This design comes from an exercise in tuning for small area, a short achievable clock period and few clock cycles per item on the open sky130 flow, not from production work. In this exercise RTL edits were held to simulation tests only and were not proved equivalent to the original.

### flow/design.v
`default_nettype none
package sha256_pkg;
  localparam logic [255:0] c_iv = {
    32'h6a09e667, 32'hbb67ae85, 32'h3c6ef372, 32'ha54ff53a,
    32'h510e527f, 32'h9b05688c, 32'h1f83d9ab, 32'h5be0cd19
  };
  function automatic logic [31:0] rotr(input logic [31:0] x, input integer n);
    rotr = (x >> n) | (x << (32 - n));
  endfunction
endpackage
`default_nettype wire
`default_nettype none
module sha256_k_rom (
  input  logic [5:0]  i_addr,
  output logic [31:0] o_k
);
  always_comb begin
    o_k = 32'h0;
    unique case (i_addr)
      6'd0:  o_k = 32'h428a2f98;  6'd1:  o_k = 32'h71374491;
      6'd2:  o_k = 32'hb5c0fbcf;  6'd3:  o_k = 32'he9b5dba5;
      6'd4:  o_k = 32'h3956c25b;  6'd5:  o_k = 32'h59f111f1;
      6'd6:  o_k = 32'h923f82a4;  6'd7:  o_k = 32'hab1c5ed5;
      6'd8:  o_k = 32'hd807aa98;  6'd9:  o_k = 32'h12835b01;
      6'd10: o_k = 32'h243185be;  6'd11: o_k = 32'h550c7dc3;
      6'd12: o_k = 32'h72be5d74;  6'd13: o_k = 32'h80deb1fe;
      6'd14: o_k = 32'h9bdc06a7;  6'd15: o_k = 32'hc19bf174;
      6'd16: o_k = 32'he49b69c1;  6'd17: o_k = 32'hefbe4786;
      6'd18: o_k = 32'h0fc19dc6;  6'd19: o_k = 32'h240ca1cc;
      6'd20: o_k = 32'h2de92c6f;  6'd21: o_k = 32'h4a7484aa;
      6'd22: o_k = 32'h5cb0a9dc;  6'd23: o_k = 32'h76f988da;
      6'd24: o_k = 32'h983e5152;  6'd25: o_k = 32'ha831c66d;
      6'd26: o_k = 32'hb00327c8;  6'd27: o_k = 32'hbf597fc7;
      6'd28: o_k = 32'hc6e00bf3;  6'd29: o_k = 32'hd5a79147;
      6'd30: o_k = 32'h06ca6351;  6'd31: o_k = 32'h14292967;
      6'd32: o_k = 32'h27b70a85;  6'd33: o_k = 32'h2e1b2138;
      6'd34: o_k = 32'h4d2c6dfc;  6'd35: o_k = 32'h53380d13;
      6'd36: o_k = 32'h650a7354;  6'd37: o_k = 32'h766a0abb;
      6'd38: o_k = 32'h81c2c92e;  6'd39: o_k = 32'h92722c85;
      6'd40: o_k = 32'ha2bfe8a1;  6'd41: o_k = 32'ha81a664b;
      6'd42: o_k = 32'hc24b8b70;  6'd43: o_k = 32'hc76c51a3;
      6'd44: o_k = 32'hd192e819;  6'd45: o_k = 32'hd6990624;
      6'd46: o_k = 32'hf40e3585;  6'd47: o_k = 32'h106aa070;
      6'd48: o_k = 32'h19a4c116;  6'd49: o_k = 32'h1e376c08;
      6'd50: o_k = 32'h2748774c;  6'd51: o_k = 32'h34b0bcb5;
      6'd52: o_k = 32'h391c0cb3;  6'd53: o_k = 32'h4ed8aa4a;
      6'd54: o_k = 32'h5b9cca4f;  6'd55: o_k = 32'h682e6ff3;
      6'd56: o_k = 32'h748f82ee;  6'd57: o_k = 32'h78a5636f;
      6'd58: o_k = 32'h84c87814;  6'd59: o_k = 32'h8cc70208;
      6'd60: o_k = 32'h90befffa;  6'd61: o_k = 32'ha4506ceb;
      6'd62: o_k = 32'hbef9a3f7;  6'd63: o_k = 32'hc67178f2;
      default: o_k = 32'h0;
    endcase
  end
endmodule
`default_nettype wire
`default_nettype none
module sha256_round_core (
  input  logic         clock,
  input  logic         reset,
  input  logic         start,
  input  logic         first_block,
  input  logic         w_reg_rdy,
  input  logic [31:0]  w_reg_data,
  output logic         w_reg_read,
  output logic [5:0]   w_reg_addr,
  output logic         busy,
  output logic         done,
  output logic [255:0] digest
);
  logic        r_busy, r_done, r_read;
  logic [5:0]  r_addr;       
  logic        r_acc1, r_acc2;  
  logic [5:0]  r_kc;         
  logic        r_pv;         
  logic        r_fin;        
  logic        r_ld;         
  logic [1:0]  r_lcnt;
  logic        r_first;
  logic [31:0] r_a, r_b, r_c, r_d, r_e, r_f, r_g, r_h;
  logic [31:0] r_hkw;
  logic [31:0] r_p [4];      
  logic [31:0] r_q [4];      
  logic        w_go, w_ld, w_first, w_exec, w_add, w_acc;
  logic [31:0] w_k, w_x, w_ya, w_ye, w_iva, w_ive;
  logic [31:0] w_sig0, w_sig1, w_ch, w_maj, w_t1, w_na, w_ne;
  logic [31:0] w_suma, w_sume;
  assign w_go    = start & ~r_busy & ~r_done;
  assign w_ld    = w_go | r_ld;
  assign w_first = r_ld ? r_first : first_block;
  assign w_exec  = r_pv;
  assign w_add   = (w_exec & (r_kc == 6'd62 || r_kc == 6'd63 || r_kc == 6'd0)) | r_fin;
  assign w_acc   = r_read & w_reg_rdy;
  assign w_reg_read = r_read;
  assign w_reg_addr = r_addr;
  assign busy       = r_busy;
  assign done       = r_done;
  assign digest     = {r_p[0], r_p[1], r_p[2], r_p[3], r_q[0], r_q[1], r_q[2], r_q[3]};
  sha256_k_rom u_k_rom (
    .i_addr (r_kc),
    .o_k    (w_k)
  );
  always_comb begin
    unique case (r_lcnt)
      2'd0: begin w_iva = sha256_pkg::c_iv[159:128]; w_ive = sha256_pkg::c_iv[31:0];  end
      2'd1: begin w_iva = sha256_pkg::c_iv[191:160]; w_ive = sha256_pkg::c_iv[63:32]; end
      2'd2: begin w_iva = sha256_pkg::c_iv[223:192]; w_ive = sha256_pkg::c_iv[95:64]; end
      default: begin w_iva = sha256_pkg::c_iv[255:224]; w_ive = sha256_pkg::c_iv[127:96]; end
    endcase
  end
  assign w_ya = w_first ? w_iva : r_p[3];
  assign w_ye = w_first ? w_ive : r_q[3];
  assign w_sig0 = sha256_pkg::rotr(r_a, 2) ^ sha256_pkg::rotr(r_a, 13) ^ sha256_pkg::rotr(r_a, 22);
  assign w_sig1 = sha256_pkg::rotr(r_e, 6) ^ sha256_pkg::rotr(r_e, 11) ^ sha256_pkg::rotr(r_e, 25);
  assign w_ch   = (r_e & r_f) ^ (~r_e & r_g);
  assign w_maj  = (r_a & r_b) ^ (r_a & r_c) ^ (r_b & r_c);
  assign w_t1   = r_hkw + w_sig1 + w_ch;
  assign w_ne   = r_d + w_t1;
  assign w_na   = w_t1 + w_sig0 + w_maj;
  assign w_x    = (w_exec | w_ld) ? r_g : r_h;
  assign w_suma = r_p[3] + r_a;
  assign w_sume = r_q[3] + r_e;
  always_ff @(posedge clock or posedge reset) begin
    if (reset) begin
      r_busy  <= 1'b0;
      r_done  <= 1'b0;
      r_read  <= 1'b0;
      r_addr  <= 6'd0;
      r_acc1  <= 1'b0;
      r_acc2  <= 1'b0;
      r_kc    <= 6'd0;
      r_pv    <= 1'b0;
      r_fin   <= 1'b0;
      r_ld    <= 1'b0;
      r_lcnt  <= 2'd0;
      r_first <= 1'b0;
    end else begin
      r_done <= r_fin;
      r_fin  <= w_exec & (r_kc == 6'd0);
      if (w_go) begin
        r_busy  <= 1'b1;
        r_read  <= 1'b1;
        r_first <= first_block;
      end else if (r_fin) begin
        r_busy <= 1'b0;
      end
      if (w_acc) begin
        r_addr <= r_addr + 6'd1;
        if (r_addr == 6'd63) r_read <= 1'b0;
      end
      r_acc1 <= w_acc;
      r_acc2 <= r_acc1;
      r_pv   <= r_acc2;
      if (r_acc2) r_kc <= r_kc + 6'd1;
      if (w_ld) begin
        r_lcnt <= r_lcnt + 2'd1;
        r_ld   <= (r_lcnt != 2'd3);
      end
    end
  end
  always_ff @(posedge clock or posedge reset) begin
    if (reset) begin
      for (int i = 0; i < 4; i++) begin
        r_p[i] <= 32'h0;
        r_q[i] <= 32'h0;
      end
    end else if (w_ld | w_add) begin
      r_p[0] <= w_ld ? w_ya : w_suma;
      r_q[0] <= w_ld ? w_ye : w_sume;
      for (int i = 1; i < 4; i++) begin
        r_p[i] <= r_p[i-1];
        r_q[i] <= r_q[i-1];
      end
    end
  end
  always_ff @(posedge clock) begin
    if (w_ld | w_exec) begin
      r_a <= w_ld ? w_ya : w_na;
      r_e <= w_ld ? w_ye : w_ne;
      r_b <= r_a;
      r_c <= r_b;
      r_d <= r_c;
      r_f <= r_e;
      r_g <= r_f;
      r_h <= r_g;
    end
    if (r_acc2) r_hkw <= w_x + w_k + w_reg_data;
  end
endmodule
`default_nettype wire
### flow/run.sh
#!/bin/bash
# synth_recipe.tcl (not shown) runs the flow's synth.tcl, then flattens the netlist and writes it again
# the make line also repeats each setting of config.mk as NAME=value (left out here)
make -C /OpenROAD-flow-scripts/flow DESIGN_CONFIG=/design/flow/config.mk WORK_HOME=/design/flow/orfs CLKGATE_MAP_FILE= SYNTH_SCRIPT=/design/flow/synth_recipe.tcl finish
### flow/config.mk
export PLATFORM = sky130hd
export DESIGN_NAME = sha256_round_core
export DESIGN_NICKNAME = sha256_round_core
export VERILOG_FILES = /design/flow/design.v
export SDC_FILE = /design/flow/constraint.sdc
export NUM_CORES = 4
export LEC_CHECK = 0
export CAP_MARGIN = 20
export CORE_MARGIN = 2
export CORE_UTILIZATION = 40
export PLACE_DENSITY = 0.6
export SLEW_MARGIN = 20
### flow/constraint.sdc
create_clock -name core_clock -period 10.0 [get_ports {clock}]
set_input_delay 2.0000 -clock core_clock [delete_from_list [all_inputs] [get_ports {clock}]]
set_output_delay 2.0000 -clock core_clock [all_outputs]
set_load 0.01 [all_outputs]
==> results of run 1 <==
-- worst max-delay path: cells and delay by family, from the launching register on --
| family | cells | cell delay [ns] |
|---|---|---|
| and+or+nand+nor | 7 | 0.88 |
| buffers and inverters | 1 | 0.06 |
| DFF | 1 | 0.59 |
| AOI/OAI and AO/OA | 12 | 2.39 |
| adders and majority gates | 4 | 1.71 |
| xor gates and xnor gates | 4 | 1.01 |
-- kinds of logic after synthesis --
logic type	Yosys count	synth area share, %
AOI/OAI and AO/OA	895	15.5
xor gates and xnor gates	302	7.29
adders and majority gates	335	13.4
buffers and inverters	462	4.82
DFF	567	42.1
muxes	80	2.47
and+or+nand+nor	1243	14.5
-- stage by stage --
stage	instance area (sq um)	setup slack [ns]	std cells
after floorplan	36400	0.306	3884
after global placement	40700	2.59	5238
after detailed placement	40700	2.46	5238
after CTS	42900	3.13	5366
after global routing	42900	2.45	5366
final	42900	3.06	5366
-- per-layer routing --
metal	up-vias	wire, microns	GRT usage [%]
met4	0	4370	9.19
met5	-	0	0
met2	1004	56700	41.4
met1	14354	55400	36.9
li1	13875	-	-
met3	207	7680	4.02
-- how the worst max path moves through the flow --
stage	start	slack (ns)	to	depth (start not counted)
2_1_floorplan	reset	0.31	r_acc1	1
5_1_grt	r_e[27]	2.45	r_a[28]	28
4_1_cts	start	3.13	r_hkw[29]	22
6_report	r_e[27]	3.06	r_a[23]	28
3_3_place_gp	start	2.59	r_hkw[29]	22
3_5_place_dp	start	2.46	r_hkw[29]	22
-- cell type report --
class	count	area [sq um]	share of cell area (%)
Inverter	296	1130	2.62
Sequential cell	567	15300	35.7
Tap cell	1176	1470	3.43
Clock inverter	28	277	0.644
Clock buffer	100	1990	4.63
Timing Repair Buffer	344	3370	7.86
Multi-Input combinational cell	2855	19400	45.1
-- cells in the final DEF, fill, tap and decap left out, types with 11 or more instances in the layout --
master,synthesis,layout
a31oi_1,40,40
ha_1,213,213
clkinv_2,0,11
a21oi_1,298,298
nand2_1,761,760
nand4_1,17,17
o21a_1,21,21
nand3_1,66,66
and2_1,12,12
or3_1,13,13
nor2_1,206,202
clkbuf_1,136,20
o21bai_1,30,30
clkdlybuf4s50_1,0,301
buf_4,0,40
nor3_1,54,52
a21o_1,90,90
nand2b_1,29,29
o211ai_1,27,27
a21boi_0,14,14
o21ai_1,26,26
inv_1,295,293
and3_1,21,21
o21ai_0,193,193
clkbuf_16,0,72
dfxtp_1,32,32
mux2i_1,65,64
maj3_1,23,23
a211oi_1,30,30
xor2_1,105,105
fa_1,99,99
edfxtp_1,256,256
xnor2_1,196,196
nor2b_1,29,29
a211o_1,11,11
dfrtp_1,279,276
==> flow_metrics.tcl, run 1 <==
set metrics [dict create \
    status "timing/DRC/antenna clean" \
    postCtsSetupRepairBufs 0 \
    syn_inst 3884 \
    hold_slack_ns 0.347 \
    grt_pass1_wl_microns 187000 \
    synth_edf_count 256 \
    diodes 0 \
    synthDominantAreaCellType "edfxtp_1" \
    crit_arrival_ns 7.29 \
    skew_ns 0.0253 \
    synthDistinctLibCells 92 \
    gr-total-overflow 0 \
    drt_iter0_drc 2682 \
    holdPathStages 0 \
    period_share_pct 69.4 \
    fmax_ghz 0.144 \
    worstPathMaxFanout 8 \
    ys_top_cells_by_area "edfxtp_1, dfrtp_1, nand2_1" \
    initial_core_util_pct 40.4 \
    r2r_slack_ns 3.06 \
    reg2reg_depth 28 \
    vias_per_cell 5.49 \
    largestRegisters "r_p (128), r_q (128)" \
    fill_cells 8524 \
    rr_endpoint "r_a[23]" \
    final_util_pct 47.7 \
    cp_slowest_cell "edfxtp_1" \
    ant_nets 0 \
    avgSynthCellArea_sq_um 9.37 \
    tightest_slew_ns 1.24 \
    numCtsBuffers 70 \
    crit_path_end_kind "register" \
    ctsHoldBuffers 0 \
    drv_slew 0 \
    drt_wl_total_microns 124000 \
    io_buffers 301 \
    syn_nets 4233 \
    drc_errors 0 \
    route.detailed.wl_per_inst_microns 23.1 \
    hp-start "r_acc1" \
    cts_tree "done" \
    clock-root-buffer "clkbuf_16" \
    clk_path_buf_depth 3 \
    min_to "r_acc2" \
    core_area_sq_mm 0.0900 \
    syn2layout_area_growth_pct 18.0 \
    pin_count 302 \
    synth_most_common_cell "nand2_1" \
    cp_data_required_time_ns 10.36 \
    clk_pin_slew_ns 0.06 \
    grt_pass1_vias 28384 \
    nets 4483 \
    dr.pass1.iters 5 \
    cts_resized 0 \
    num_vias 29440 \
    layout-drive-gt1-share_pct 5.37 \
    startpoint_type "register" \
    ys_warn_count 4 \
    ys_seq_area_share_pct 42.1 \
    antenna_found_initial 3 \
    post-route-min-period_ns 6.94 \
    htreeDepth 3 \
    rsz0062_at_grt "false" \
    cts_num_sinks 567 \
    yosys-top-cells-count "nand2_1, a21oi_1, inv_1" \
    timing.rr.start "r_e[27]" \
    netlist_area_sq_mm 0.0364 \
    setup_tns_ns 0 \
    die_w_microns 306 \
    fp.dieArea_sq_mm 0.0934 \
    cpPeakStageDelay_ns 0.59 \
    synth_top_area_share_pct 21.1 \
    gp_congestion 0.945 \
    cap_violations 0 \
    die_h_microns 306 \
    grt_use_total_pct 26.3 \
    synth-seq-cells 567 \
    async_reset_ff_share_pct 49.2 \
    grt_max_degree 201 \
    setup_viol 0 \
    path_common_cell "nor2_1" \
    hpwl_microns 92100 \
    ys.flop_type "dfrtp_1" \
    max_slew_margin_pct 17.0 \
    num_rows 110 \
    path_class "register to register" \
    hold_class "register to register" \
    clock_latency_ns 0.63 \
    hold_violations 0 \
]
Testbench counts, summed over its fixed seeds: cycles 20,453, blocks 256.
==> run 2: changes to the inputs <==
--- a/flow/design.v
+++ b/flow/design.v
@@ -83,7 +83,7 @@
   logic [31:0] r_q [4];      
   logic        w_go, w_ld, w_first, w_exec, w_add, w_acc;
   logic [31:0] w_k, w_x, w_ya, w_ye, w_iva, w_ive;
-  logic [31:0] w_sig0, w_sig1, w_ch, w_maj, w_t1, w_na, w_ne;
+  logic [31:0] w_sig0, w_sig1, w_ch, w_maj, w_na, w_ne;
   logic [31:0] w_suma, w_sume;
   assign w_go    = start & ~r_busy & ~r_done;
   assign w_ld    = w_go | r_ld;
@@ -96,10 +96,14 @@
   assign busy       = r_busy;
   assign done       = r_done;
   assign digest     = {r_p[0], r_p[1], r_p[2], r_p[3], r_q[0], r_q[1], r_q[2], r_q[3]};
+  logic [5:0]  w_kc1;
+  logic [31:0] w_knext, r_k;
+  assign w_kc1 = r_kc + 6'd1;
   sha256_k_rom u_k_rom (
-    .i_addr (r_kc),
-    .o_k    (w_k)
+    .i_addr (w_kc1),
+    .o_k    (w_knext)
   );
+  assign w_k = r_k;
   always_comb begin
     unique case (r_lcnt)
       2'd0: begin w_iva = sha256_pkg::c_iv[159:128]; w_ive = sha256_pkg::c_iv[31:0];  end
@@ -114,10 +118,9 @@
   assign w_sig1 = sha256_pkg::rotr(r_e, 6) ^ sha256_pkg::rotr(r_e, 11) ^ sha256_pkg::rotr(r_e, 25);
   assign w_ch   = (r_e & r_f) ^ (~r_e & r_g);
   assign w_maj  = (r_a & r_b) ^ (r_a & r_c) ^ (r_b & r_c);
-  assign w_t1   = r_hkw + w_sig1 + w_ch;
-  assign w_ne   = r_d + w_t1;
-  assign w_na   = w_t1 + w_sig0 + w_maj;
-  assign w_x    = (w_exec | w_ld) ? r_g : r_h;
+  assign w_ne   = r_d + r_hkw + w_sig1 + w_ch;
+  assign w_na   = r_hkw + w_sig1 + w_ch + w_sig0 + w_maj;
+  assign w_x    = (w_exec | r_ld) ? r_g : r_h;
   assign w_suma = r_p[3] + r_a;
   assign w_sume = r_q[3] + r_e;
   always_ff @(posedge clock or posedge reset) begin
@@ -134,8 +137,10 @@
       r_ld    <= 1'b0;
       r_lcnt  <= 2'd0;
       r_first <= 1'b0;
+      r_k     <= 32'h428a2f98;
     end else begin
       r_done <= r_fin;
+      if (r_acc2) r_k <= w_knext;
       r_fin  <= w_exec & (r_kc == 6'd0);
       if (w_go) begin
         r_busy  <= 1'b1;
@@ -173,10 +178,14 @@
       end
     end
   end
+  logic        w_hold;
+  assign w_hold = ~(w_ld | w_exec);
   always_ff @(posedge clock) begin
-    if (w_ld | w_exec) begin
-      r_a <= w_ld ? w_ya : w_na;
-      r_e <= w_ld ? w_ye : w_ne;
+    r_a <= ({32{w_exec}} & w_na) | ({32{w_ld}} & w_ya) | ({32{w_hold}} & r_a);
+    r_e <= ({32{w_exec}} & w_ne) | ({32{w_ld}} & w_ye) | ({32{w_hold}} & r_e);
+  end
+  always_ff @(posedge clock) begin
+    if (r_ld | w_exec) begin
       r_b <= r_a;
       r_c <= r_b;
       r_d <= r_c;
--- a/flow/config.mk
+++ b/flow/config.mk
@@ -9,4 +9,5 @@
 export CORE_MARGIN = 2
 export CORE_UTILIZATION = 40
 export PLACE_DENSITY = 0.6
+export SETUP_SLACK_MARGIN = 5
 export SLEW_MARGIN = 20
==> run 2 against run 1 <==
Still clean. Largest cell class unchanged. Count of clock-buffer cells in the layout is 2 lower. Core utilization is 0.49 points higher. Design area is 5.1% higher. Wire length is 5.8% higher. Die area is 4.1% higher. Register-to-register slack better by 2.1 ns.
==> flow_metrics.tcl, run 2 <==
set metrics [dict create \
    status "timing/DRC/antenna clean" \
    drc_errors 0 \
    hold_class "register to register" \
    numCtsBuffers 72 \
    gr-total-overflow 0 \
    setup_viol 0 \
    worstPathMaxFanout 7 \
    crit_buf_inv 0 \
    ys_warn_count 4 \
    syn_inst 3931 \
    clock-root-buffer "clkbuf_16" \
    dr.pass1.iters 6 \
    syn2layout_area_growth_pct 19.0 \
    syn_nets 4335 \
    design_area_sq_mm 0.0451 \
    grt_use_total_pct 26.5 \
    num_rows 112 \
    final_cell_mix "nand2_1, a21oi_1, clkdlybuf4s50_1" \
    skew_ns 0.0453 \
    fin_ws_ns 5.12 \
    post-route-min-period_ns 4.88 \
    fmax_ghz 0.205 \
    vias_per_cell 5.62 \
    synthDistinctLibCells 97 \
    path_common_cell "fa_1" \
    largestRegisters "r_p (128), r_q (128)" \
    layout-drive-gt1-share_pct 10.0 \
    yosys-top-cells-count "nand2_1, a21oi_1, dfrtp_1" \
    drt_iter0_drc 3019 \
    cp_data_required_time_ns 10.48 \
    hpwl_microns 97900 \
    layout_commonest_cell "nand2_1" \
    clock_latency_ns 0.66 \
    crit_family "adder cells" \
    cap_violations 0 \
    path_class "register to register" \
    max_slew_margin_pct 30.0 \
    core_area_sq_mm 0.0936 \
    hold_violations 0 \
    htreeDepth 3 \
    cpPeakStageDelay_ns 0.54 \
    io_buffers 301 \
    ys.flop_type "dfrtp_1" \
    gp_congestion 0.923 \
    cts_num_sinks 599 \
    drt_wl_total_microns 131000 \
    dp_slack_ns 3.94 \
    cp_slowest_cell "fa_1" \
    clk_pin_slew_ns 0.06 \
    pin_count 302 \
    cp_cell_sequence "xnor2_2, xnor2_1, fa_1, fa_1, fa_1, ha_1, and4_1, and3_1, o2bb2ai_1, a31oi_4, a31oi_4, and4_1, o31ai_1, xnor2_1, o21ai_1" \
    synth-seq-cells 599 \
    cts_tree "done" \
    clk_path_buf_depth 3 \
    num_vias 30585 \
    grt_max_degree 193 \
    ant_nets 0 \
    synthDominantAreaCellType "dfrtp_1" \
    synth_top_area_share_pct 19.7 \
    detailed_place.area_sq_mm 0.0420 \
    drv_slew 0 \
    synth_most_common_cell "nand2_1" \
    netlist_area_sq_mm 0.0379 \
    fp.dieArea_sq_mm 0.0972 \
    grt_pass1_vias 29892 \
    final_util_pct 48.2 \
    die_w_microns 312 \
    crit_arrival_ns 5.35 \
    synth_edf_count 192 \
    period_share_pct 48.8 \
    avgSynthCellArea_sq_um 9.64 \
    route.detailed.wl_per_inst_microns 24.1 \
    rsz0062_at_grt "true" \
    antenna_found_initial 1 \
    grt_pass1_wl_microns 195000 \
    ys_top_cells_by_area "dfrtp_1, edfxtp_1, fa_1" \
    setup_tns_ns 0 \
    diodes 0 \
    crit_path_end_kind "register" \
    ys_seq_area_share_pct 40.9 \
    initial_core_util_pct 40.5 \
    tightest_slew_ns 1.05 \
    startpoint_type "register" \
    die_h_microns 312 \
    async_reset_ff_share_pct 51.9 \
    nets 4532 \
]
run 2: cells by family (layout without fill, tap and decap cells):
logic type / Yosys count / count (layout) / share of synthesized area (%)
flip-flops: 599 / 599 / 40.9
adder cells (fa/ha/maj): 398 / 398 / 16.7
buffers and inverters: 346 / 602 / 3.64
XOR/XNOR: 270 / 270 / 6.28
multiplexers: 81 / 81 / 2.46
AND/OR/NAND/NOR: 1287 / 1287 / 14.1
AO/OA/AOI/OAI: 950 / 950 / 15.9
run 2: worst paths after layout:
path                         start          to  slack, ns  depth (start not counted)
setup / recovery           r_e[12]     r_a[31]       5.12                         15
hold / removal              r_acc1      r_acc2       0.35                          0
setup reg to reg           r_e[12]     r_a[31]       5.12                         15
hold reg to reg             r_acc1      r_acc2       0.35                          0
max in group asynchronous    reset  r_q[2][14]       6.51                          4
min in group asynchronous    reset  r_p[1][31]       1.95                          3
run 2: per-layer routing:
layer  track usage (%)  routed length (microns)
met2              44.0                    63500
met1              34.9                    54700
met3              3.94                     7760
met4              10.3                     5440
met5                 0                        0
run 2: layout make-up:
| cell class | count | area, sq um |
|---|---|---|
| Fill cell | 8774 | 48500 |
| Clock inverter | 35 | 395 |
| Sequential cell | 599 | 15600 |
| Clock buffer | 98 | 2030 |
| Timing Repair Buffer | 365 | 3540 |
| Multi-Input combinational cell | 2986 | 21600 |
| Inverter | 104 | 399 |
| Tap cell | 1254 | 1570 |
run 2: metrics by stage:
step	hold WS, ns	instances
finish	0.351	5441
global route	0.367	5441
CTS	0.352	5435
detailed placement	0.340	5294
global placement	0.337	5293
floorplan	0.331	3931
run 2: what timing repair did:
item                                    4_1_cts  5_1_grt
cloned                                        0        0
gates resized for setup                      60       73
pin swaps                                    10       16
hold buffers                                  0        0
endpoints found under the setup margin       30       84
setup buffers                                 8        6
Testbench counts of run 2, summed over its fixed seeds: cycles 20,453, blocks 256.
==> run 3: changes to the inputs <==
==> flow/flow/run.sh (new file) <==
#!/bin/bash
# Layout flow: the standard ORFS flow (standard synthesis unchanged), with
# the port buffers made of sky130_fd_sc_hd__buf_1 instead of the cell
# buffer_ports picks by default. Every ORFS step keeps its own log under
# orfs/logs; the make output goes to flow_make.log here.
set -euo pipefail
bash standard.sh "BUFFER_PORTS_ARGS=-buffer_cell sky130_fd_sc_hd__buf_1" finish > flow_make.log 2>&1
==> flow/standard.sh (new file) <==
#!/bin/bash
# synth_recipe.tcl (not shown) runs the flow's synth.tcl, then flattens the netlist and writes it again
# the make line also repeats each setting of config.mk as NAME=value (left out here)
make -C /OpenROAD-flow-scripts/flow DESIGN_CONFIG=/design/flow/config.mk WORK_HOME=/design/flow/orfs CLKGATE_MAP_FILE= SYNTH_SCRIPT=/design/flow/synth_recipe.tcl "${@:-finish}"
--- a/flow/config.mk
+++ b/flow/config.mk
@@ -8,6 +8,8 @@
 export CAP_MARGIN = 20
 export CORE_MARGIN = 2
 export CORE_UTILIZATION = 40
+export CTS_CLUSTER_DIAMETER = 80
+export CTS_CLUSTER_SIZE = 25
 export PLACE_DENSITY = 0.6
 export SETUP_SLACK_MARGIN = 5
 export SLEW_MARGIN = 20
removed: flow/run.sh
==> run 3 against run 2 <==
First-iteration DRC count rose by 6.2%. Clock skew down 0.011 ns. Sequential share of layout area is 2.7 points higher. Still clean. Synthesized cell count unchanged. Area after synthesis did not move. Maximum frequency fell by 0.68%. Design area decreased by 7.2%. Worst setup slack got worse by 0.034 ns. Critical path type unchanged.
==> flow_metrics.tcl, run 3 <==
set metrics [dict create \
    status "timing/DRC/antenna clean" \
    core_area_sq_mm 0.0936 \
    cts_tree "done" \
    grt_pass1_wl_microns 188000 \
    synthDistinctLibCells 97 \
    io_buffers 301 \
    holdPathStages 0 \
    clock_latency_ns 0.62 \
    netlist_area_sq_mm 0.0379 \
    antenna_found_initial 1 \
    die_h_microns 312 \
    detailed_place.area_sq_mm 0.0401 \
    worstPathMaxFanout 6 \
    crit_buf_inv 3 \
    ys_top_cells_by_area "dfrtp_1, edfxtp_1, fa_1" \
    dr.pass1.iters 5 \
    synth_edf_count 192 \
    syn_nets 4335 \
    synth-seq-cells 599 \
    gp_congestion 0.964 \
    synth_top_area_share_pct 19.7 \
    min_to "r_acc2" \
    final_cell_mix "nand2_1, a21oi_1, buf_1" \
    reg2reg_depth 17 \
    diodes 0 \
    period_share_pct 49.1 \
    setup_viol 0 \
    route.detailed.wl_per_inst_microns 23.7 \
    ys.flop_type "dfrtp_1" \
    fp.dieArea_sq_mm 0.0972 \
    synth_xor_area_share_pct 6.28 \
    clock-root-buffer "clkbuf_16" \
    cts_num_sinks 599 \
    pin_count 302 \
    skew_ns 0.0342 \
    setup_tns_ns 0 \
    synthAdderAreaFrac_pct 16.7 \
    fmax_ghz 0.204 \
    nets 4485 \
    drt_iter0_drc 3207 \
    ant_nets 0 \
    async_reset_ff_share_pct 51.9 \
    num_rows 112 \
    drc_errors 0 \
    tightest_slew_ns 1.16 \
    hp-start "r_acc1" \
    avgSynthCellArea_sq_um 9.64 \
    rr_endpoint "r_e[31]" \
    synth_compound_area_share_pct 15.9 \
    cap_violations 0 \
    path_class "register to register" \
    numCtsBuffers 40 \
    rsz0062_at_grt "false" \
    cp_slowest_cell "fa_1" \
    ys_seq_area_share_pct 40.9 \
    startpoint_type "register" \
    grt_max_degree 197 \
    r2r_slack_ns 5.09 \
    synthDominantAreaCellType "dfrtp_1" \
    yosys-top-cells-count "nand2_1, a21oi_1, dfrtp_1" \
    design_area_sq_mm 0.0419 \
    syn_inst 3931 \
    fill_cells 9136 \
    gr-total-overflow 0 \
    muxShareOfSynthArea_pct 2.46 \
    num_vias 30171 \
    hpwl_microns 95200 \
    max_slew_margin_pct 22.1 \
    htreeDepth 2 \
    synth_most_common_cell "nand2_1" \
    drt_wl_total_microns 127000 \
    vias_per_cell 5.62 \
    clk_pin_slew_ns 0.10 \
    cpPeakStageDelay_ns 0.51 \
    initial_core_util_pct 40.5 \
    crit_arrival_ns 5.41 \
    largestRegisters "r_p (128), r_q (128)" \
    ys_warn_count 4 \
    path_common_cell "buf_4" \
    layout-drive-gt1-share_pct 8.00 \
    cp_cell_sequence "buf_4, xnor2_1, xnor2_1, buf_4, fa_1, fa_1, ha_2, nand4_2, nor3_2, a41oi_2, a31oi_4, a211oi_2, buf_4, or4_1, o311ai_1, nor4_1, nand3b_1" \
    die_w_microns 312 \
    crit_family "adder cells" \
    grt_use_total_pct 25.5 \
    syn2layout_area_growth_pct 10.5 \
    cp_num_cells 17 \
    hold_violations 0 \
    hold_class "register to register" \
    cp_data_required_time_ns 10.50 \
    crit_path_end_kind "register" \
    ctsHoldBuffers 0 \
    grt_pass1_vias 28636 \
    timing.rr.start "r_e[28]" \
    synth_simple_gate_area_share_pct 14.1 \
    layout_commonest_cell "nand2_1" \
    drv_slew 0 \
    post-route-min-period_ns 4.91 \
    synth_top_family_by_area "adder cells" \
    clk_path_buf_depth 3 \
]
==> run 3: changes by cell type in the layout (fill, tap and decap cells not counted), moves of 9 or more <==
cell / before / now
clkinv_2: 13 / 2
xnor2_1: 176 / 192
clkbuf_16: 74 / 42
clkdlybuf4s50_1: 299 / 0
dfxtp_4: 14 / 23
clkbuf_1: 15 / 5
xnor2_2: 30 / 15
buf_4: 59 / 44
buf_1: 0 / 301
clkbuf_8: 9 / 0
==> run 3: worst max path at each step <==
| stage | from | end |
|---|---|---|
| floorplan | reset | r_acc1 |
| global placement | w_reg_data[1] | r_hkw[31] |
| detailed placement | w_reg_data[1] | r_hkw[31] |
| CTS | r_e[0] | r_a[31] |
| global route | r_e[25] | r_e[29] |
| finish | r_e[28] | r_e[31] |
==> run 3: cell type report <==
class                      instances  area, sq um  area share [%]
clock buffer                      47         1070            2.56
clock inverter                    24          328           0.783
inverter                         104          399           0.953
multi-input combinational       2986        21300            50.9
sequential                       599        15600            37.3
tap                             1254         1570            3.75
timing repair buffer             350         1570            3.74
==> run 3: layer usage <==
metal / track usage [%] / vias to the layer above / share of wire, %
li1: - / 13982 / -
met1: 34.5 / 14973 / 42
met2: 43.1 / 1021 / 49
met3: 3.07 / 195 / 5.6
met4: 7.14 / 0 / 3.0
met5: 0 / - / 0
==> run 3: what timing repair did <==
action,4_1_cts,5_1_grt
gates resized for setup,42,65
gates cloned,0,0
pin swaps,2,5
endpoints found under the setup margin,21,20
setup buffers,2,4
==> run 3: cell families after synthesis <==
logic type | count (synthesis)
and+or+nand+nor | 1287
DFF | 599
AOI/OAI and AO/OA | 950
xor gates and xnor gates | 270
adders and majority gates | 398
buffers and inverters | 346
muxes | 81
==> run 3: per-stage QoR <==
stage	setup slack (ns)	utilization (%)	hold WS (ns)	cells
detailed placement	4.40	42.8	0.388	5286
CTS	4.95	44.4	0.399	5359
global route	4.97	44.7	0.410	5364
global placement	4.43	42.8	0.400	5286
finish	5.09	44.7	0.378	5364
floorplan	3.87	-	0.331	3931
==> run 4: changes to the inputs <==
--- a/flow/design.v
+++ b/flow/design.v
@@ -6,6 +6,32 @@
   };
   function automatic logic [31:0] rotr(input logic [31:0] x, input integer n);
     rotr = (x >> n) | (x << (32 - n));
+  endfunction
+  function automatic logic [31:0] csa_c(input logic [31:0] x, input logic [31:0] y,
+                                        input logic [31:0] z);
+    logic [31:0] m;
+    m = (x & y) | (x & z) | (y & z);
+    csa_c = {m[30:0], 1'b0};
+  endfunction
+  function automatic logic [31:0] add32(input logic [31:0] x, input logic [31:0] y);
+    logic [31:0] g, p, gg, pp, gn, pn;
+    g  = x & y;
+    p  = x ^ y;
+    gg = g;
+    pp = p;
+    for (int l = 0; l < 5; l++) begin
+      gn = gg;
+      pn = pp;
+      for (int i = 0; i < 32; i++) begin
+        if (((i >> l) & 1) == 1) begin
+          gn[i] = gg[i] | (pp[i] & gg[((i >> l) << l) - 1]);
+          pn[i] = pp[i] & pp[((i >> l) << l) - 1];
+        end
+      end
+      gg = gn;
+      pp = pn;
+    end
+    add32 = p ^ {gg[30:0], 1'b0};
   endfunction
 endpackage
 `default_nettype wire
@@ -83,7 +109,7 @@
   logic [31:0] r_q [4];      
   logic        w_go, w_ld, w_first, w_exec, w_add, w_acc;
   logic [31:0] w_k, w_x, w_ya, w_ye, w_iva, w_ive;
-  logic [31:0] w_sig0, w_sig1, w_ch, w_maj, w_na, w_ne;
+  logic [31:0] w_sig0, w_sig1, w_maj, w_na, w_ne, w_t1s, w_t1c;
   logic [31:0] w_suma, w_sume;
   assign w_go    = start & ~r_busy & ~r_done;
   assign w_ld    = w_go | r_ld;
@@ -116,13 +142,29 @@
   assign w_ye = w_first ? w_ive : r_q[3];
   assign w_sig0 = sha256_pkg::rotr(r_a, 2) ^ sha256_pkg::rotr(r_a, 13) ^ sha256_pkg::rotr(r_a, 22);
   assign w_sig1 = sha256_pkg::rotr(r_e, 6) ^ sha256_pkg::rotr(r_e, 11) ^ sha256_pkg::rotr(r_e, 25);
-  assign w_ch   = (r_e & r_f) ^ (~r_e & r_g);
   assign w_maj  = (r_a & r_b) ^ (r_a & r_c) ^ (r_b & r_c);
-  assign w_ne   = r_d + r_hkw + w_sig1 + w_ch;
-  assign w_na   = r_hkw + w_sig1 + w_ch + w_sig0 + w_maj;
+  logic [31:0] w_us, w_uc, w_vs, w_vc, w_es, w_ec;
+  logic [31:0] w_t1x, w_t1m;
+  always_comb begin
+    for (int i = 0; i < 32; i++) begin
+      w_t1x[i] = r_e[i] ? (r_hkw[i] ^ r_f[i]) : (r_hkw[i] ^ r_g[i]);
+      w_t1m[i] = r_e[i] ? (w_sig1[i] ? (r_hkw[i] | r_f[i]) : (r_hkw[i] & r_f[i]))
+                        : (w_sig1[i] ? (r_hkw[i] | r_g[i]) : (r_hkw[i] & r_g[i]));
+    end
+  end
+  assign w_t1s  = w_sig1 ^ w_t1x;
+  assign w_t1c  = {w_t1m[30:0], 1'b0};
+  assign w_es   = r_d ^ w_t1s ^ w_t1c;
+  assign w_ec   = sha256_pkg::csa_c(r_d, w_t1s, w_t1c);
+  assign w_ne   = sha256_pkg::add32(w_es, w_ec);
+  assign w_us   = w_t1s ^ w_t1c ^ w_sig0;
+  assign w_uc   = sha256_pkg::csa_c(w_t1s, w_t1c, w_sig0);
+  assign w_vs   = w_us ^ w_uc ^ w_maj;
+  assign w_vc   = sha256_pkg::csa_c(w_us, w_uc, w_maj);
+  assign w_na   = sha256_pkg::add32(w_vs, w_vc);
   assign w_x    = (w_exec | r_ld) ? r_g : r_h;
-  assign w_suma = r_p[3] + r_a;
-  assign w_sume = r_q[3] + r_e;
+  assign w_suma = sha256_pkg::add32(r_p[3], r_a);
+  assign w_sume = sha256_pkg::add32(r_q[3], r_e);
   always_ff @(posedge clock or posedge reset) begin
     if (reset) begin
       r_busy  <= 1'b0;
@@ -193,7 +235,8 @@
       r_g <= r_f;
       r_h <= r_g;
     end
-    if (r_acc2) r_hkw <= w_x + w_k + w_reg_data;
+    if (r_acc2) r_hkw <= sha256_pkg::add32(w_x ^ w_k ^ w_reg_data,
+                                           sha256_pkg::csa_c(w_x, w_k, w_reg_data));
   end
 endmodule
 `default_nettype wire
==> flow/flow/run.sh (replaced) <==
#!/bin/bash
# Layout flow: the standard ORFS flow (standard synthesis unchanged), with
# the port buffers made of sky130_fd_sc_hd__buf_1 instead of the cell
# buffer_ports picks by default, and timing repair aiming at 5.5 ns of setup
# slack instead of config.mk's 5 (the clock and constraints are unchanged).
# Every ORFS step keeps its own log under orfs/logs; the make output goes to
# flow_make.log here.
set -euo pipefail
bash standard.sh "BUFFER_PORTS_ARGS=-buffer_cell sky130_fd_sc_hd__buf_1" \
  SETUP_SLACK_MARGIN=5.5 finish > flow_make.log 2>&1
==> run 4 against run 3 <==
Still clean on timing, DRC and antenna. Core utilization increased by 1.6 points. Design area increased by 1.3%. First-iteration DRC count decreased by 0.37%. Area after synthesis decreased by 2.7%. Die area decreased by 2.7%. Critical path depth increased by 3. Flip-flop and latch count unchanged. Count of clock-buffer cells in the layout decreased by 3. Cell count increased by 0.91%. Wire length decreased by 0.96%. Highest routed layer is now met5.
==> flow_metrics.tcl, run 4 <==
set metrics [dict create \
    async_reset_ff_share_pct 51.9 \
    synth_most_common_cell "nand2_1" \
    initial_core_util_pct 40.3 \
    drt_wl_total_microns 126000 \
    max_slew_margin_pct 22.6 \
    nets 4555 \
    tightest_slew_ns 1.13 \
    fp.dieArea_sq_mm 0.0946 \
    num_rows 111 \
    grt_max_degree 181 \
    synthDistinctLibCells 87 \
    rsz0062_at_grt "true" \
    dr.pass1.iters 6 \
    cts_num_sinks 599 \
    seq_area_sq_mm 0.0156 \
    startpoint_type "register" \
    dpl.cell_count 5256 \
    syn2layout_area_growth_pct 15.0 \
    synth_top_area_share_pct 20.2 \
    crit_family "adder cells" \
    layout_commonest_cell "nand2_1" \
    grt_use_total_pct 25.9 \
    final_util_pct 46.3 \
    io_buffers 301 \
    gr-total-overflow 0 \
    hpwl_microns 92200 \
    gp_congestion 0.970 \
    fill_cells 8629 \
    ys.flop_type "dfrtp_1" \
    ys_warn_count 4 \
    htreeDepth 2 \
    skew_ns 0.0305 \
    ctsHoldBuffers 0 \
    hold_slack_ns 0.352 \
    worstPathMaxFanout 5 \
    layout-drive-gt1-share_pct 11.5 \
    route.detailed.wl_per_inst_microns 23.2 \
    synth-seq-cells 599 \
    ys_seq_area_share_pct 42.0 \
    num_vias 30045 \
    crit_path_end_kind "register" \
    fmax_ghz 0.216 \
    path_class "register to register" \
    hold_violations 0 \
    pin_count 302 \
    setup_viol 0 \
    die_h_microns 308 \
    post-route-min-period_ns 4.64 \
    clock_latency_ns 0.60 \
    ant_nets 0 \
    crit_arrival_ns 5.11 \
    antenna_found_initial 2 \
    grt_pass1_vias 28133 \
    core_area_sq_mm 0.0915 \
    setup_tns_ns 0 \
    numCtsBuffers 39 \
    drc_errors 0 \
    period_share_pct 46.4 \
    avgSynthCellArea_sq_um 9.31 \
    vias_per_cell 5.55 \
    clk_path_buf_depth 3 \
    cp_data_required_time_ns 10.47 \
    stdcell_count 5413 \
    largestRegisters "r_p (128), r_q (128)" \
    yosys-top-cells-count "nand2_1, inv_1, a21oi_1" \
    netlist_area_sq_mm 0.0369 \
    cts_tree "done" \
    synthDominantAreaCellType "dfrtp_1" \
    hold_class "register to register" \
    syn_nets 4319 \
    crit_buf_inv 5 \
    cpPeakStageDelay_ns 0.50 \
    cap_violations 0 \
    cp_slowest_cell "fa_1" \
    final_cell_mix "nand2_1, inv_1, buf_1" \
    die_w_microns 308 \
    clock-root-buffer "clkbuf_16" \
    status "timing/DRC/antenna clean" \
    drt_iter0_drc 3195 \
    grt_pass1_wl_microns 184000 \
    synth_edf_count 192 \
    ys_top_cells_by_area "dfrtp_1, edfxtp_1, nand2_1" \
    syn_inst 3962 \
    multi_input_area_sq_mm 0.0204 \
    drv_slew 0 \
    path_common_cell "inv_1" \
    cp_cell_sequence "mux2i_4, xnor2_1, xnor2_1, inv_1, fa_1, inv_1, fa_1, inv_1, ha_4, nand4_1, nor3_2, buf_4, a32oi_4, a211o_1, a21oi_4, buf_6, o31a_1, nor2_1, xor2_1, o21ai_1" \
    clk_pin_slew_ns 0.10 \
]
run 4: cell count changes in the layout (fill, tap and decap cells not counted), sizes merged, moves of 25 or more:
cell	change
fa	-45
nand2	-34
nor2	-34
inv	+253
buf	+84
maj3	-25
xor2	+25
xnor2	+40
o21ai	-30
run 4: final timing paths:
path                         endpoint  depth (start not counted)  startpoint  slack [ns]
hold / removal                 r_acc2                          0      r_acc1        0.35
setup / recovery              r_a[29]                         20     r_e[18]        5.36
setup reg to reg              r_a[29]                         20     r_e[18]        5.36
hold reg to reg                r_acc2                          0      r_acc1        0.35
min in group asynchronous  r_q[1][20]                          2       reset        1.29
max in group asynchronous      r_acc2                          4       reset        6.90
run 4: logic make-up after synthesis:
family                   after synthesis  share of synthesized area [%]
AND/OR/NAND/NOR                     1152                           12.7
flip-flops                           599                           42.0
multiplexers                          78                           2.31
AO/OA/AOI/OAI                        875                           15.0
buffers and inverters                597                           6.11
XOR/XNOR                             335                           7.98
adder cells (fa/ha/maj)              326                           13.9
run 4: repair_timing:
action / CTS / global route
setup buffers: 51 / 36
gates resized for setup: 158 / 95
pin swaps: 72 / 87
endpoints found under the setup margin: 41 / 86
run 4: final cells by class:
cell class / count / area share (%)
Multi-Input combinational cell: 2766 / 48.2
Sequential cell: 599 / 36.8
Timing Repair Buffer: 434 / 5.24
Tap cell: 1186 / 3.50
Inverter: 358 / 3.19
Clock buffer: 44 / 2.37
Clock inverter: 23 / 0.729
Antenna cell: 3 / 0.0177
run 4: metrics by stage:
| step | setup WS (ns) | cell area (sq um) |
|---|---|---|
| CTS | 5.40 | 41600 |
| finish | 5.36 | 42400 |
| detailed placement | 4.65 | 39200 |
| global placement | 4.74 | 39200 |
| global route | 5.17 | 42400 |
| floorplan | 3.87 | 37000 |
run 4: per-layer routing:
metal	GRT usage, %	wire [microns]
met3	4.18	9410
met2	42.1	59300
met1	34.6	51400
met4	9.96	5620
met5	0	13
run 4: worst reg2reg max path, delay by kind of cell, from the launching register on:
kind                     cells  cell delay, ns
buffers and inverters        5            0.51
adder cells (fa/ha/maj)      3            1.28
AO/OA/AOI/OAI                5            0.89
flip-flops                   1            0.46
multiplexers                 1            0.34
AND/OR/NAND/NOR              3            0.52
XOR/XNOR                     3            0.51
Testbench counts of run 4, summed over its fixed seeds: cycles 20,453, blocks 256.
==> run 5: changes to the inputs <==
--- a/flow/design.v
+++ b/flow/design.v
@@ -122,11 +122,11 @@
   assign busy       = r_busy;
   assign done       = r_done;
   assign digest     = {r_p[0], r_p[1], r_p[2], r_p[3], r_q[0], r_q[1], r_q[2], r_q[3]};
-  logic [5:0]  w_kc1;
+  logic [5:0]  w_kc_next;
   logic [31:0] w_knext, r_k;
-  assign w_kc1 = r_kc + 6'd1;
+  assign w_kc_next = r_kc + {5'd0, r_acc2};
   sha256_k_rom u_k_rom (
-    .i_addr (w_kc1),
+    .i_addr (w_kc_next),
     .o_k    (w_knext)
   );
   assign w_k = r_k;
@@ -179,10 +179,8 @@
       r_ld    <= 1'b0;
       r_lcnt  <= 2'd0;
       r_first <= 1'b0;
-      r_k     <= 32'h428a2f98;
     end else begin
       r_done <= r_fin;
-      if (r_acc2) r_k <= w_knext;
       r_fin  <= w_exec & (r_kc == 6'd0);
       if (w_go) begin
         r_busy  <= 1'b1;
@@ -198,7 +196,7 @@
       r_acc1 <= w_acc;
       r_acc2 <= r_acc1;
       r_pv   <= r_acc2;
-      if (r_acc2) r_kc <= r_kc + 6'd1;
+      r_kc   <= w_kc_next;
       if (w_ld) begin
         r_lcnt <= r_lcnt + 2'd1;
         r_ld   <= (r_lcnt != 2'd3);
@@ -235,8 +233,9 @@
       r_g <= r_f;
       r_h <= r_g;
     end
-    if (r_acc2) r_hkw <= sha256_pkg::add32(w_x ^ w_k ^ w_reg_data,
-                                           sha256_pkg::csa_c(w_x, w_k, w_reg_data));
+    r_k   <= w_knext;
+    r_hkw <= sha256_pkg::add32(w_x ^ w_k ^ w_reg_data,
+                              sha256_pkg::csa_c(w_x, w_k, w_reg_data));
   end
 endmodule
 `default_nettype wire
==> run 5 against run 4 <==
Worst hold slack gained 0.038 ns. Cell count shrank 2.4%. Critical path depth shrank 2. Wire length shrank 2.7%. Core utilization grew 0.12 points. Highest routed layer unchanged. Design area shrank 2.9%.
==> flow_metrics.tcl, run 5 <==
set metrics [dict create \
    status "timing/DRC/antenna clean" \
    synthDominantAreaCellType "dfrtp_1" \
    htreeDepth 2 \
    gr-total-overflow 0 \
    layout-drive-gt1-share_pct 10.4 \
    synthDistinctLibCells 82 \
    cts_tree "done" \
    skew_ns 0.0569 \
    dr.pass1.iters 9 \
    design_area_sq_mm 0.0412 \
    grt_pass1_wl_microns 180000 \
    die_h_microns 304 \
    drc_errors 0 \
    detailed_place.area_sq_mm 0.0381 \
    setup_tns_ns 0 \
    clk_path_buf_depth 3 \
    tightest_slew_ns 1.01 \
    fmax_ghz 0.208 \
    ys_warn_count 4 \
    pin_count 302 \
    post-route-min-period_ns 4.81 \
    ant_nets 0 \
    avgSynthCellArea_sq_um 9.32 \
    netlist_area_sq_mm 0.0359 \
    clk_pin_slew_ns 0.10 \
    yosys-top-cells-count "nand2_1, inv_1, dfrtp_1" \
    ctsHoldBuffers 0 \
    grt_pass1_vias 27573 \
    largestRegisters "r_p (128), r_q (128)" \
    die_w_microns 304 \
    drt_wl_total_microns 122000 \
    period_share_pct 48.1 \
    final_util_pct 46.4 \
    syn_nets 4208 \
    hpwl_microns 90000 \
    num_vias 29251 \
    drt_iter0_drc 3230 \
    grt_max_degree 167 \
    synth_edf_count 160 \
    rsz0062_at_grt "true" \
    drv_slew 0 \
    initial_core_util_pct 40.5 \
    hold_violations 0 \
    vias_per_cell 5.54 \
    worstPathMaxFanout 5 \
    crit_path_end_kind "register" \
    stdcell_count 5281 \
    fp.dieArea_sq_mm 0.0921 \
    route.detailed.wl_per_inst_microns 23.2 \
    ys.flop_type "dfrtp_1" \
    startpoint_type "register" \
    syn_inst 3851 \
    crit_arrival_ns 5.28 \
    cts_num_sinks 599 \
    clock-root-buffer "clkbuf_16" \
    num_rows 109 \
    antenna_found_initial 5 \
    core_area_sq_mm 0.0886 \
    syn2layout_area_growth_pct 14.7 \
    fin_ws_ns 5.19 \
    ys_seq_area_share_pct 41.8 \
    nets 4444 \
    ys_top_cells_by_area "dfrtp_1, edfxtp_1, dfxtp_1" \
    layout_commonest_cell "nand2_1" \
    dpl.cell_count 5136 \
    fill_cells 8412 \
    hold_class "register to register" \
    synth_most_common_cell "nand2_1" \
    async_reset_ff_share_pct 46.6 \
    cap_violations 0 \
    path_class "register to register" \
    io_buffers 301 \
    clock_latency_ns 0.62 \
    gp_congestion 0.950 \
    numCtsBuffers 38 \
    synth-seq-cells 599 \
    grt_use_total_pct 26.0 \
    final_cell_mix "nand2_1, inv_1, buf_1" \
    dp_slack_ns 4.65 \
    synth_top_area_share_pct 19.5 \
    setup_viol 0 \
    cp_data_required_time_ns 10.47 \
    hold_slack_ns 0.389 \
    max_slew_margin_pct 32.6 \
]
run 5: changes by cell type in the layout (fill, tap and decap cells not counted), moves of 9 or more:
cell | previous run | this run
o21ai_0 | 190 | 169
ha_4 | 19 | 8
nor2_1 | 214 | 176
dfrtp_1 | 296 | 278
dfxtp_1 | 65 | 129
a21oi_1 | 266 | 232
ha_1 | 158 | 167
edfxtp_1 | 192 | 160
inv_1 | 344 | 328
xnor2_1 | 209 | 183
o22a_1 | 0 | 13
a21o_1 | 74 | 92
dfstp_2 | 13 | 0
run 5: cells by family after synthesis:
logic type / after synthesis / synth area share (%)
and+or+nand+nor: 1134 / 13.0
adders and majority gates: 326 / 14.3
xor gates and xnor gates: 308 / 7.52
AOI/OAI and AO/OA: 847 / 15.3
DFF: 599 / 41.8
buffers and inverters: 562 / 5.92
muxes: 75 / 2.23
run 5: final timing paths:
path	from	to	slack (ns)	cells after the start
setup / recovery	r_e[1]	r_a[30]	5.19	18
setup reg to reg	r_e[1]	r_a[30]	5.19	18
hold reg to reg	r_acc1	r_acc2	0.39	0
hold / removal	r_acc1	r_acc2	0.39	0
min in group asynchronous	reset	r_p[1][25]	1.64	3
max in group asynchronous	reset	r_ld	6.83	4
run 5: what timing repair did:
| item | CTS | global route |
|---|---|---|
| setup buffers | 35 | 41 |
| pin swaps | 34 | 50 |
| setup endpoints to repair | 52 | 45 |
| gates resized for setup | 121 | 101 |
run 5: per-layer routing:
layer | GRT usage [%] | wire, microns | vias up
li1 | - | - | 13403
met1 | 37.0 | 52000 | 14470
met4 | 8.44 | 4480 | 4
met5 | 0 | 58 | -
met3 | 3.44 | 9140 | 208
met2 | 40.9 | 56800 | 1166
run 5: layout make-up:
cell class	count	area [sq um]	area share (%)
Multi-Input combinational cell	2690	19900	48.3
Clock inverter	18	277	0.672
Inverter	339	1280	3.11
Antenna cell	1	2.50	0.00608
Timing Repair Buffer	419	2060	5.01
Clock buffer	50	1100	2.68
Tap cell	1165	1460	3.54
Sequential cell	599	15100	36.7
run 5: worst max-delay path: stages, from the launching register on:
cell,delay (ns)
dfxtp_2,0.43
mux2i_1,0.38
xnor2_1,0.16
xnor2_2,0.34
fa_1,0.49
inv_1,0.08
fa_1,0.44
ha_1,0.27
a21oi_4,0.19
nor2b_4,0.06
a311o_2,0.43
a221oi_4,0.32
buf_6,0.17
o2bb2ai_4,0.11
nand4_1,0.13
nand2_2,0.09
o41ai_4,0.28
xor2_1,0.18
o221ai_1,0.11
Testbench counts of run 5, summed over its fixed seeds: cycles 20,453, blocks 256.
==> run 6: changes to the inputs <==
==> flow/flow/run.sh (replaced) <==
#!/bin/bash
# Layout flow: the standard ORFS flow (standard synthesis unchanged), with
# - the port buffers made of sky130_fd_sc_hd__buf_1 instead of the cell
#   buffer_ports picks by default,
# - timing repair aiming at 6 ns of setup slack instead of config.mk's 5 (the
#   clock and constraints are unchanged), and
# - resizing not held to the original cell footprint.
# Every ORFS step keeps its own log under orfs/logs; the make output goes to
# flow_make.log here.
set -euo pipefail
bash standard.sh "BUFFER_PORTS_ARGS=-buffer_cell sky130_fd_sc_hd__buf_1" \
  SETUP_SLACK_MARGIN=6 MATCH_CELL_FOOTPRINT=0 finish > flow_make.log 2>&1
==> run 6 against run 5 <==
Core utilization grew 1.2 points. Clock skew decreased by 0.018 ns. Die area stayed put. Largest cell class unchanged. Maximum frequency up 2.8%. Sequential share of layout area down 0.90 points. Flip-flop and latch count unchanged. Design area increased by 2.6%.
==> flow_metrics.tcl, run 6 <==
set metrics [dict create \
    layout_commonest_cell "nand2_1" \
    ctsHoldBuffers 0 \
    holdPathStages 0 \
    hold_class "register to register" \
    cp_data_required_time_ns 10.47 \
    dr.pass1.iters 7 \
    synth_simple_gate_area_share_pct 13.0 \
    reg2reg_depth 22 \
    netlist_area_sq_mm 0.0359 \
    die_h_microns 304 \
    nets 4490 \
    clock_latency_ns 0.61 \
    gr-total-overflow 0 \
    crit_arrival_ns 5.16 \
    drt_wl_total_microns 122000 \
    crit_buf_inv 5 \
    cts_tree "done" \
    clk_path_buf_depth 3 \
    ys.flop_type "dfrtp_1" \
    cpPeakStageDelay_ns 0.49 \
    syn_inst 3851 \
    synth_compound_area_share_pct 15.3 \
    syn_nets 4208 \
    synth_top_family_by_area "compound AO/OA/AOI/OAI gates" \
    hold_violations 0 \
    htreeDepth 2 \
    async_reset_ff_share_pct 46.6 \
    avgSynthCellArea_sq_um 9.32 \
    die_w_microns 304 \
    cp_slowest_cell "fa_1" \
    yosys-top-cells-count "nand2_1, inv_1, dfrtp_1" \
    setup_viol 0 \
    num_rows 109 \
    core_area_sq_mm 0.0886 \
    ys_top_cells_by_area "dfrtp_1, edfxtp_1, dfxtp_1" \
    post-route-min-period_ns 4.68 \
    layout-drive-gt1-share_pct 13.2 \
    clk_pin_slew_ns 0.09 \
    route.detailed.wl_per_inst_microns 22.8 \
    ant_nets 0 \
    path_common_cell "xnor2_2" \
    grt_pass1_wl_microns 178000 \
    stdcell_count 5330 \
    fp.dieArea_sq_mm 0.0921 \
    max_slew_margin_pct 27.5 \
    io_buffers 301 \
    synth_xor_area_share_pct 7.52 \
    rsz0062_at_grt "true" \
    ys_seq_area_share_pct 41.8 \
    setup_tns_ns 0 \
    drt_iter0_drc 2975 \
    synth_top_area_share_pct 19.5 \
    drv_slew 0 \
    synthAdderAreaFrac_pct 14.3 \
    cts_num_sinks 599 \
    drc_errors 0 \
    rr_endpoint "r_a[19]" \
    final_cell_mix "nand2_1, inv_1, buf_1" \
    fmax_ghz 0.214 \
    ys_warn_count 4 \
    grt_pass1_vias 27666 \
    path_class "register to register" \
    cp_cell_sequence "xor2_2, xnor2_2, xnor2_2, xnor2_2, inv_1, fa_1, inv_1, fa_1, inv_2, ha_4, a21oi_4, nor2b_4, a311o_2, a221oi_4, buf_6, o21bai_4, buf_6, a21o_1, a21o_1, a21oi_2, xor2_1, o21ai_1" \
    pin_count 302 \
    grt_max_degree 157 \
    vias_per_cell 5.53 \
    numCtsBuffers 39 \
    min_to "r_acc2" \
    skew_ns 0.0392 \
    syn2layout_area_growth_pct 17.7 \
    timing.rr.start "r_e[13]" \
    r2r_slack_ns 5.32 \
    crit_path_end_kind "register" \
    hpwl_microns 87700 \
    grt_use_total_pct 25.7 \
    synthDistinctLibCells 82 \
    tightest_slew_ns 1.07 \
    synthDominantAreaCellType "dfrtp_1" \
    initial_core_util_pct 40.5 \
    synth_most_common_cell "nand2_1" \
    antenna_found_initial 3 \
    synth-seq-cells 599 \
    largestRegisters "r_p (128), r_q (128)" \
    worstPathMaxFanout 4 \
    startpoint_type "register" \
    dpl.cell_count 5135 \
    clock-root-buffer "clkbuf_16" \
    hp-start "r_acc1" \
    status "timing/DRC/antenna clean" \
    gp_congestion 0.985 \
    cap_violations 0 \
    synth_edf_count 160 \
    period_share_pct 46.8 \
    num_vias 29457 \
    crit_family "compound AO/OA/AOI/OAI gates" \
    muxShareOfSynthArea_pct 2.23 \
]
## run 6: cell count changes in the layout (fill, tap and decap cells not counted), moves of 5 or more
cell     before  now
a21oi_1     232  225
a21oi_4       9   16
buf_4       111  126
buf_6         4   29
ha_1        167  161
inv_1       328  322
inv_2         7   12
inv_6         2    7
nor2_1      176  168
xnor2_1     183  166
xnor2_2      37   51
xor2_1       68   57
xor2_2       13   19
xor2_4        3    8
## run 6: worst max path at each step
stage,from,to,slack [ns],cells after the start
after detailed placement,w_reg_data[1],r_hkw[23],4.64,13
after floorplan,reset,r_acc1,4.31,1
after CTS,r_e[13],r_a[30],5.37,21
final,r_e[13],r_a[19],5.32,22
after global placement,w_reg_data[1],r_hkw[23],4.73,13
after global routing,r_g[3],r_a[19],5.16,20
## run 6: area by class of cell
cell class	instances	area, sq um
multi-input combinational	2690	20500
timing repair buffer	463	2550
sequential	599	15100
clock buffer	47	1070
antenna	3	7.51
tap	1165	1460
fill	8316	46400
timing repair inverter	1	5.00
clock inverter	23	268
inverter	339	1280
## run 6: cells by family (layout without fill, tap and decap cells)
logic type,count (synthesis),after routing
adders and majority gates,326,326
other,0,3
xor gates and xnor gates,308,308
muxes,75,75
AOI/OAI and AO/OA,847,847
buffers and inverters,562,873
DFF,599,599
and+or+nand+nor,1134,1134
## run 6: layer usage
layer	GRT usage, %	vias up	routed length, microns
li1	-	13496	-
met1	36.1	14605	51800
met2	40.6	1167	55800
met3	4.12	187	9940
met4	7.96	2	4000
met5	0	-	13
## run 6: what timing repair did
| action | in CTS | in global routing |
|---|---|---|
| cloned | 2 | 1 |
| buffers inserted | 68 | 51 |
| endpoints found under the setup margin | 302 | 302 |
| pin swaps | 65 | 79 |
| gates resized for setup | 205 | 135 |
## run 6: through the flow
step                instance area (sq um)  hold slack [ns]  setup WS [ns]  utilization (%)
finish                              42200            0.356           5.32             47.6
global route                        42200            0.376           5.16             47.6
CTS                                 41100            0.357           5.37             46.4
detailed placement                  38200            0.335           4.64             43.1
global placement                    38200            0.335           4.73             43.1
floorplan                           36100            0.331           4.31                -

## re-timing with driven ports
The flow's constraints put no driver on any port. The routed layouts listed below were extracted and timed again, unchanged, in two steps.
Step 1, drivers: a clkbuf_16 drives clock and a buf_2 each remaining input, both assumed.
Step 2 adds t to the input delays and takes it off the output delays; t is the mean of the earliest and latest rising clock arrival at the registers after step 1. Input paths then give back, and output paths get back, about the clock's delay inside the block.
Slacks: ideal ports / drivers / drivers and shift; pairs: ideal ports / drivers.
| run | t (ns) | setup slack, ns | hold WS [ns] | worst setup path at the end | worst slew at a driven data input, ns |
|---|---|---|---|---|---|
| run 1 | 0.685 | 3.063 / 3.063 / 2.454 | 0.347 / 0.347 / 0.347 | input to register | 0.06 |
| run 2 | 0.705 | 5.120 / 5.120 / 4.477 | 0.351 / 0.351 / 0.351 | input to register | 0.09 |
| run 3 | 0.668 | 5.087 / 5.087 / 4.588 | 0.378 / 0.378 / 0.378 | input to register | 0.10 |
| run 4 | 0.657 | 5.360 / 5.360 / 4.987 | 0.352 / 0.352 / 0.352 | input to register | 0.17 |
| run 5 | 0.645 | 5.187 / 5.187 / 4.909 | 0.389 / 0.389 / 0.389 | input to register | 0.10 |
| run 6 | 0.666 | 5.317 / 5.317 / 4.861 | 0.356 / 0.356 / 0.356 | input to register | 0.11 |
After both steps setup and hold are still met in every run listed. For run 2, which loses most, drivers alone change the setup slack by 0.000 ns; drivers and shift together by -0.643 ns.
